This design comes from an exercise in tuning for small area on the open sky130 flow, not from production work.
RTL that was checked went through simulation tests only; none was proved equivalent to the original.
No activity file was given, so power comes from the tool's default toggle rates.

==> v18: inputs <==
==> flow/design.v (excerpt) <==
module synth_top (
   input  logic        clk_100mhz,
   input  logic        sys_rst,
   input  logic [7:0]  keys,
   output logic        spk,
   output logic [15:0] audio_sample,
   output logic [7:0]  active_voices
);
clock: 10.0 ns
lec_check: 0
cap_margin: 20
core_margin: 2
core_utilization: 40
slew_margin: 20
synth_hierarchical: 1
run.sh (not shown) runs the stock make flow with config.mk's settings and CLKGATE_MAP_FILE= SYNTH_SCRIPT=/design/flow/synth_recipe.tcl, a recipe that flattens the netlist after the stock synthesis.
==> v39 (differences from v18) <==
--- a/flow/design.v
+++ b/flow/design.v
@@ -80,15 +80,15 @@
          assign phn[i]  = ph[i] ^ c[i];
          assign c[i+1]  = ph[i] & c[i];
       end
    end
    logic        pinc;
    logic [12:0] p, pn, d;
    logic [13:0] cp;
-   assign pinc  = ph[23:TZ] >= 24'((32'h1000000 - TW) >> TZ);
+   assign pinc  = c[24];
    assign d     = {{6{ph[30]}}, ph[30], ~ph[29:24], 1'b1};
    assign cp[0] = 1'b0;
    for (genvar i = 0; i < 13; i++) begin : g_p
       assign {cp[i+1], pn[i]} = {1'b0, p[i]} + {1'b0, d[i]} + {1'b0, cp[i]};
    end
    always_ff @(posedge clk_100mhz) begin
       if (idl) begin
@@ -109,70 +109,21 @@
       end else begin : g_top
          assign one[k] = b[2*k+1] | b[2*k];
          assign two[k] = 1'b0;
          assign neg[k] = ph[31];
       end
    end
 endmodule
-module synth_top (
-   input  logic        clk_100mhz,
-   input  logic        sys_rst,
-   input  logic [7:0]  keys,
-   output logic        spk,
-   output logic [15:0] audio_sample,
-   output logic [7:0]  active_voices
+module mixtree (
+   input  logic [15:0] e0, e1, e2, e3, e4, e5, e6, e7,
+   input  logic [6:0]  bo0, bo1, bo2, bo3, bo4, bo5, bo6, bo7,
+   input  logic [6:0]  bt0, bt1, bt2, bt3, bt4, bt5, bt6, bt7,
+   input  logic [6:0]  bn0, bn1, bn2, bn3, bn4, bn5, bn6, bn7,
+   output logic [17:0] ra_c, rb_c
 );
-   logic [7:0] gate;
-   always_ff @(posedge clk_100mhz) begin
-      if (sys_rst) gate <= '0;
-      else         gate <= keys;
-   end
-   logic [7:0] act;
-   logic [15:0] e0;
-   logic [6:0]  bo0, bt0, bn0;
-   voice #(.TW(11237), .TZ(0)) u_v0 (
-      .clk_100mhz (clk_100mhz), .sys_rst (sys_rst), .gate (gate[0]),
-      .act (act[0]), .e (e0), .one (bo0), .two (bt0), .neg (bn0));
-   logic [15:0] e1;
-   logic [6:0]  bo1, bt1, bn1;
-   voice #(.TW(12613), .TZ(0)) u_v1 (
-      .clk_100mhz (clk_100mhz), .sys_rst (sys_rst), .gate (gate[1]),
-      .act (act[1]), .e (e1), .one (bo1), .two (bt1), .neg (bn1));
-   logic [15:0] e2;
-   logic [6:0]  bo2, bt2, bn2;
-   voice #(.TW(14157), .TZ(0)) u_v2 (
-      .clk_100mhz (clk_100mhz), .sys_rst (sys_rst), .gate (gate[2]),
-      .act (act[2]), .e (e2), .one (bo2), .two (bt2), .neg (bn2));
-   logic [15:0] e3;
-   logic [6:0]  bo3, bt3, bn3;
-   voice #(.TW(14999), .TZ(0)) u_v3 (
-      .clk_100mhz (clk_100mhz), .sys_rst (sys_rst), .gate (gate[3]),
-      .act (act[3]), .e (e3), .one (bo3), .two (bt3), .neg (bn3));
-   logic [15:0] e4;
-   logic [6:0]  bo4, bt4, bn4;
-   voice #(.TW(16836), .TZ(2)) u_v4 (
-      .clk_100mhz (clk_100mhz), .sys_rst (sys_rst), .gate (gate[4]),
-      .act (act[4]), .e (e4), .one (bo4), .two (bt4), .neg (bn4));
-   logic [15:0] e5;
-   logic [6:0]  bo5, bt5, bn5;
-   voice #(.TW(18898), .TZ(1)) u_v5 (
-      .clk_100mhz (clk_100mhz), .sys_rst (sys_rst), .gate (gate[5]),
-      .act (act[5]), .e (e5), .one (bo5), .two (bt5), .neg (bn5));
-   logic [15:0] e6;
-   logic [6:0]  bo6, bt6, bn6;
-   voice #(.TW(21212), .TZ(2)) u_v6 (
-      .clk_100mhz (clk_100mhz), .sys_rst (sys_rst), .gate (gate[6]),
-      .act (act[6]), .e (e6), .one (bo6), .two (bt6), .neg (bn6));
-   logic [15:0] e7;
-   logic [6:0]  bo7, bt7, bn7;
-   voice #(.TW(22474), .TZ(1)) u_v7 (
-      .clk_100mhz (clk_100mhz), .sys_rst (sys_rst), .gate (gate[7]),
-      .act (act[7]), .e (e7), .one (bo7), .two (bt7), .neg (bn7));
-   assign active_voices = act;
-   logic [17:0] ra_c, rb_c;
    logic t_0;
    logic t_1;
    logic t_2;
    logic t_3;
    logic t_4;
    logic t_5;
    logic t_6;
@@ -7314,14 +7265,77 @@
    assign {t_4089, t_4088} = {1'b0, t_4071} + {1'b0, t_4086} + {1'b0, t_4073};
    assign {t_4091, t_4090} = {1'b0, t_4075} + {1'b0, t_4088} + {1'b0, t_4077};
    assign {t_4093, t_4092} = {1'b0, 1'b1} + {1'b0, t_4081} + {1'b0, t_4083};
    assign {t_4095, t_4094} = {1'b0, t_4085} + {1'b0, t_4092} + {1'b0, t_4087};
    assign {t_4097, t_4096} = {1'b0, t_4094} + {1'b0, t_4089} + {1'b0, t_4091};
    assign ra_c = {t_4096, t_4090, t_4078, t_4050, t_4010, t_3958, t_3902, t_3834, t_3762, t_3678, t_3590, t_3490, t_3386, t_3159, t_3158, t_3034, t_2910, t_2786};
    assign rb_c = {1'b0, t_4079, 1'b0, t_4011, 1'b0, t_3903, 1'b0, t_3763, 1'b0, t_3591, 1'b0, 1'b0, t_3275, t_3274, t_3035, 1'b0, 1'b0, t_2788};
+endmodule
+module synth_top (
+   input  logic        clk_100mhz,
+   input  logic        sys_rst,
+   input  logic [7:0]  keys,
+   output logic        spk,
+   output logic [15:0] audio_sample,
+   output logic [7:0]  active_voices
+);
+   logic [7:0] gate;
+   always_ff @(posedge clk_100mhz) begin
+      if (sys_rst) gate <= '0;
+      else         gate <= keys;
+   end
+   logic [7:0] act;
+   logic [15:0] e0;
+   logic [6:0]  bo0, bt0, bn0;
+   voice #(.TW(11237), .TZ(0)) u_v0 (
+      .clk_100mhz (clk_100mhz), .sys_rst (sys_rst), .gate (gate[0]),
+      .act (act[0]), .e (e0), .one (bo0), .two (bt0), .neg (bn0));
+   logic [15:0] e1;
+   logic [6:0]  bo1, bt1, bn1;
+   voice #(.TW(12613), .TZ(0)) u_v1 (
+      .clk_100mhz (clk_100mhz), .sys_rst (sys_rst), .gate (gate[1]),
+      .act (act[1]), .e (e1), .one (bo1), .two (bt1), .neg (bn1));
+   logic [15:0] e2;
+   logic [6:0]  bo2, bt2, bn2;
+   voice #(.TW(14157), .TZ(0)) u_v2 (
+      .clk_100mhz (clk_100mhz), .sys_rst (sys_rst), .gate (gate[2]),
+      .act (act[2]), .e (e2), .one (bo2), .two (bt2), .neg (bn2));
+   logic [15:0] e3;
+   logic [6:0]  bo3, bt3, bn3;
+   voice #(.TW(14999), .TZ(0)) u_v3 (
+      .clk_100mhz (clk_100mhz), .sys_rst (sys_rst), .gate (gate[3]),
+      .act (act[3]), .e (e3), .one (bo3), .two (bt3), .neg (bn3));
+   logic [15:0] e4;
+   logic [6:0]  bo4, bt4, bn4;
+   voice #(.TW(16836), .TZ(2)) u_v4 (
+      .clk_100mhz (clk_100mhz), .sys_rst (sys_rst), .gate (gate[4]),
+      .act (act[4]), .e (e4), .one (bo4), .two (bt4), .neg (bn4));
+   logic [15:0] e5;
+   logic [6:0]  bo5, bt5, bn5;
+   voice #(.TW(18898), .TZ(1)) u_v5 (
+      .clk_100mhz (clk_100mhz), .sys_rst (sys_rst), .gate (gate[5]),
+      .act (act[5]), .e (e5), .one (bo5), .two (bt5), .neg (bn5));
+   logic [15:0] e6;
+   logic [6:0]  bo6, bt6, bn6;
+   voice #(.TW(21212), .TZ(2)) u_v6 (
+      .clk_100mhz (clk_100mhz), .sys_rst (sys_rst), .gate (gate[6]),
+      .act (act[6]), .e (e6), .one (bo6), .two (bt6), .neg (bn6));
+   logic [15:0] e7;
+   logic [6:0]  bo7, bt7, bn7;
+   voice #(.TW(22474), .TZ(1)) u_v7 (
+      .clk_100mhz (clk_100mhz), .sys_rst (sys_rst), .gate (gate[7]),
+      .act (act[7]), .e (e7), .one (bo7), .two (bt7), .neg (bn7));
+   assign active_voices = act;
+   logic [17:0] ra_c, rb_c;
+   mixtree u_tree (
+      .e0(e0), .e1(e1), .e2(e2), .e3(e3), .e4(e4), .e5(e5), .e6(e6), .e7(e7),
+      .bo0(bo0), .bo1(bo1), .bo2(bo2), .bo3(bo3), .bo4(bo4), .bo5(bo5), .bo6(bo6), .bo7(bo7),
+      .bt0(bt0), .bt1(bt1), .bt2(bt2), .bt3(bt3), .bt4(bt4), .bt5(bt5), .bt6(bt6), .bt7(bt7),
+      .bn0(bn0), .bn1(bn1), .bn2(bn2), .bn3(bn3), .bn4(bn4), .bn5(bn5), .bn6(bn6), .bn7(bn7),
+      .ra_c(ra_c), .rb_c(rb_c));
    logic [17:0] ra_q, rb_q;
    logic [3:0]  cnt_q, cnt_q2;
    always_ff @(posedge clk_100mhz) begin
       ra_q  <= ra_c;
       rb_q  <= rb_c;
       cnt_q <= 4'($countones(act));
    end
==> flow/flow/run.sh (new file) <==
#!/bin/bash
# Layout flow: the standard flow, except that synthesis maps the
# logic with an area-oriented ABC script (flow/abc_area2.script) instead
# of the speed script. The registers must come out exactly as the
# standard synthesis makes them; if they do not, the standard synthesis
# is used instead. Every tool's output goes to a log file in this folder.
set -uo pipefail
HERE=$PWD
R=$HERE/orfs/results/$FLOW_PLATFORM/synth_top/base

bash standard.sh synth > std_synth.log 2>&1 || { echo "standard synthesis failed"; exit 1; }
cp "$R/1_2_yosys.v" "$HERE/ref_1_2_yosys.v"

# 2. the same synthesis with the area ABC script
sed "s|log_cmd abc {\*}\$abc_args|log_cmd abc {*}[lreplace \$abc_args 1 1 $HERE/flow/abc_area2.script]|" \
   "$FLOW_HOME/scripts/synth.tcl" > "$HERE/area_synth_core.tcl"
if ! grep -q "abc_area2.script" "$HERE/area_synth_core.tcl"; then
   echo "could not patch synth.tcl; keeping the standard synthesis" > area_synth.log
else
   sed "s|source \$::env(SCRIPTS_DIR)/synth.tcl|source $HERE/area_synth_core.tcl|" \
      "$HERE/synth_recipe.tcl" > "$HERE/area_synth.tcl"
   mkdir -p "$HERE/std_results"
   cp -p "$R"/1_* "$HERE/std_results/"
   rm -f "$R/1_2_yosys.v" "$R/1_2_yosys.sdc" "$R/1_synth.odb" "$R/1_synth.sdc"
   if bash standard.sh SYNTH_SCRIPT="$HERE/area_synth.tcl" synth > area_synth.log 2>&1 \
      && python3 "$HERE/flow/same_regs.py" "$HERE/ref_1_2_yosys.v" "$R/1_2_yosys.v" > same_regs.log 2>&1; then
      echo "using the area synthesis" >> area_synth.log
   else
      echo "registers differ or synthesis failed; restoring the standard synthesis" >> area_synth.log
      rm -f "$R"/1_*
      cp -p "$HERE/std_results/"1_* "$R/"
   fi
fi

# 3. the rest of the standard flow
bash standard.sh finish > std_finish.log 2>&1 || { echo "layout failed"; exit 1; }
==> flow/flow/abc_area2.script (new file) <==
&get -n
&st
&dch
&nf -R 1000
&st
&syn2
&dch
&nf -R 1000
&put
topo
stime -c
==> flow/flow/same_regs.py (new file) <==
# exit 0 if two gate-level netlists hold the same registers: same
# instance names, each of the same cell type
import re, sys

def regs(path):
    text = open(path).read()
    out = {}
    for cell, name in re.findall(r'^\s*(sky130_fd_sc_hd__\w*df\w*)\s+(\S+)\s*\(', text, re.M):
        out[name] = cell
    return out

a, b = regs(sys.argv[1]), regs(sys.argv[2])
print(len(a), "registers in the reference,", len(b), "in the area synthesis")
if a != b:
    for k in sorted(set(a) | set(b)):
        if a.get(k) != b.get(k):
            print("differs:", k, a.get(k), b.get(k))
    sys.exit(1)
print("same registers")
==> flow/standard.sh (new file) <==
#!/bin/bash
# synth_recipe.tcl (not shown) runs the flow's synth.tcl, then flattens the netlist and writes it again
# the make line also repeats each setting of config.mk as NAME=value (left out here)
make -C /OpenROAD-flow-scripts/flow DESIGN_CONFIG=/design/flow/config.mk WORK_HOME=/design/flow/orfs CLKGATE_MAP_FILE= SYNTH_SCRIPT=/design/flow/synth_recipe.tcl "${@:-finish}"
==> flow/config.mk (replaced) <==
export PLATFORM = sky130hd
export DESIGN_NAME = synth_top
export DESIGN_NICKNAME = synth_top
export VERILOG_FILES = /design/flow/design.v
export SDC_FILE = /design/flow/constraint.sdc
export NUM_CORES = 4
export LEC_CHECK = 0
export CAP_MARGIN = 20
export CORE_MARGIN = 2
export CORE_UTILIZATION = 55
export CTS_BUF_LIST = sky130_fd_sc_hd__clkbuf_16
export CTS_CLUSTER_DIAMETER = 100
export CTS_CLUSTER_SIZE = 28
export PLACE_DENSITY = 0.8
export SLEW_MARGIN = 20
removed: flow/run.sh
==> results.py <==
metrics = {
    "outcome": {
        "status": "finished clean",
    },
    "route": {
        "vias": 56900,
        "met1_length_mm": 88.9,
    },
    "floorplanning": {
        "die_area_sq_um": 139000,
        "core_area_sq_um": 135000,
    },
    "power": {
        "p_seq_mw": 3.34,
    },
    "grt": {
        "met2_usage_pct": 53.0,
        "grt_pass1_wl_mm": 366,
    },
    "final_layout": {
        "diodes": 2,
    },
    "worst_setup_path": {
        "crit_slowest_cell": "fa_1",
    },
}
(the above is from v39)
==> results.py <==
metrics = {
    "outcome": {
        "status": "finished clean",
    },
    "final_layout": {
        "diodes": 3,
        "synthToLayoutAreaGrowth_pct": 6.83,
        "fillers": 19600,
    },
    "floorplanning": {
        "die_area_sq_um": 208000,
        "core_area_sq_um": 204000,
    },
    "power": {
        "p_seq_mw": 3.36,
        "power_frac_seq_pct": 39.3,
        "cellLeakagePower_nw": 29.0,
    },
    "worst_setup_path": {
        "max_stage_delay_ps": 690,
        "crit_slowest_cell": "or4b_2",
    },
    "grt": {
        "met2_usage_pct": 39.4,
        "antenna_found_initial": 5,
    },
    "sta": {
        "layout_setup_ws_ps": 636,
    },
    "clock_network": {
        "ctsResizeCount": 0,
    },
    "yosys": {
        "synth_cells": 8178,
    },
    "route": {
        "met1_length_mm": 105,
        "vias": 60200,
    },
    "worst_hold_path": {
        "min_to": "d4[1]",
    },
}
(the above is from v18)
For v18, only the layout was checked, not whether the RTL still works.

==> re-timing with driven ports <==
Ports are ideal in the flow. The routed layouts listed here were re-timed in OpenROAD. Step 1: set_driving_cell puts a clkbuf_16 on clk_100mhz and a buf_2 on each other input, an assumption about the parent block. Step 2 adds t to the input delays and takes it off the output delays; t is the mean of the earliest and latest rising clock arrival at the registers after step 1. Input paths then give back, and output paths get back, about the clock's delay inside the block. a / b / c = ideal / step 1 / step 2; a / b = the first two.
run	t (ns)	slack for setup (ns)	cell pins on the clock port's net
v18	0.845	0.636 / 0.636 / 0.636	1
v39	0.746	0.429 / 0.429 / 0.429	1
After both steps setup and hold are still met in every run listed.
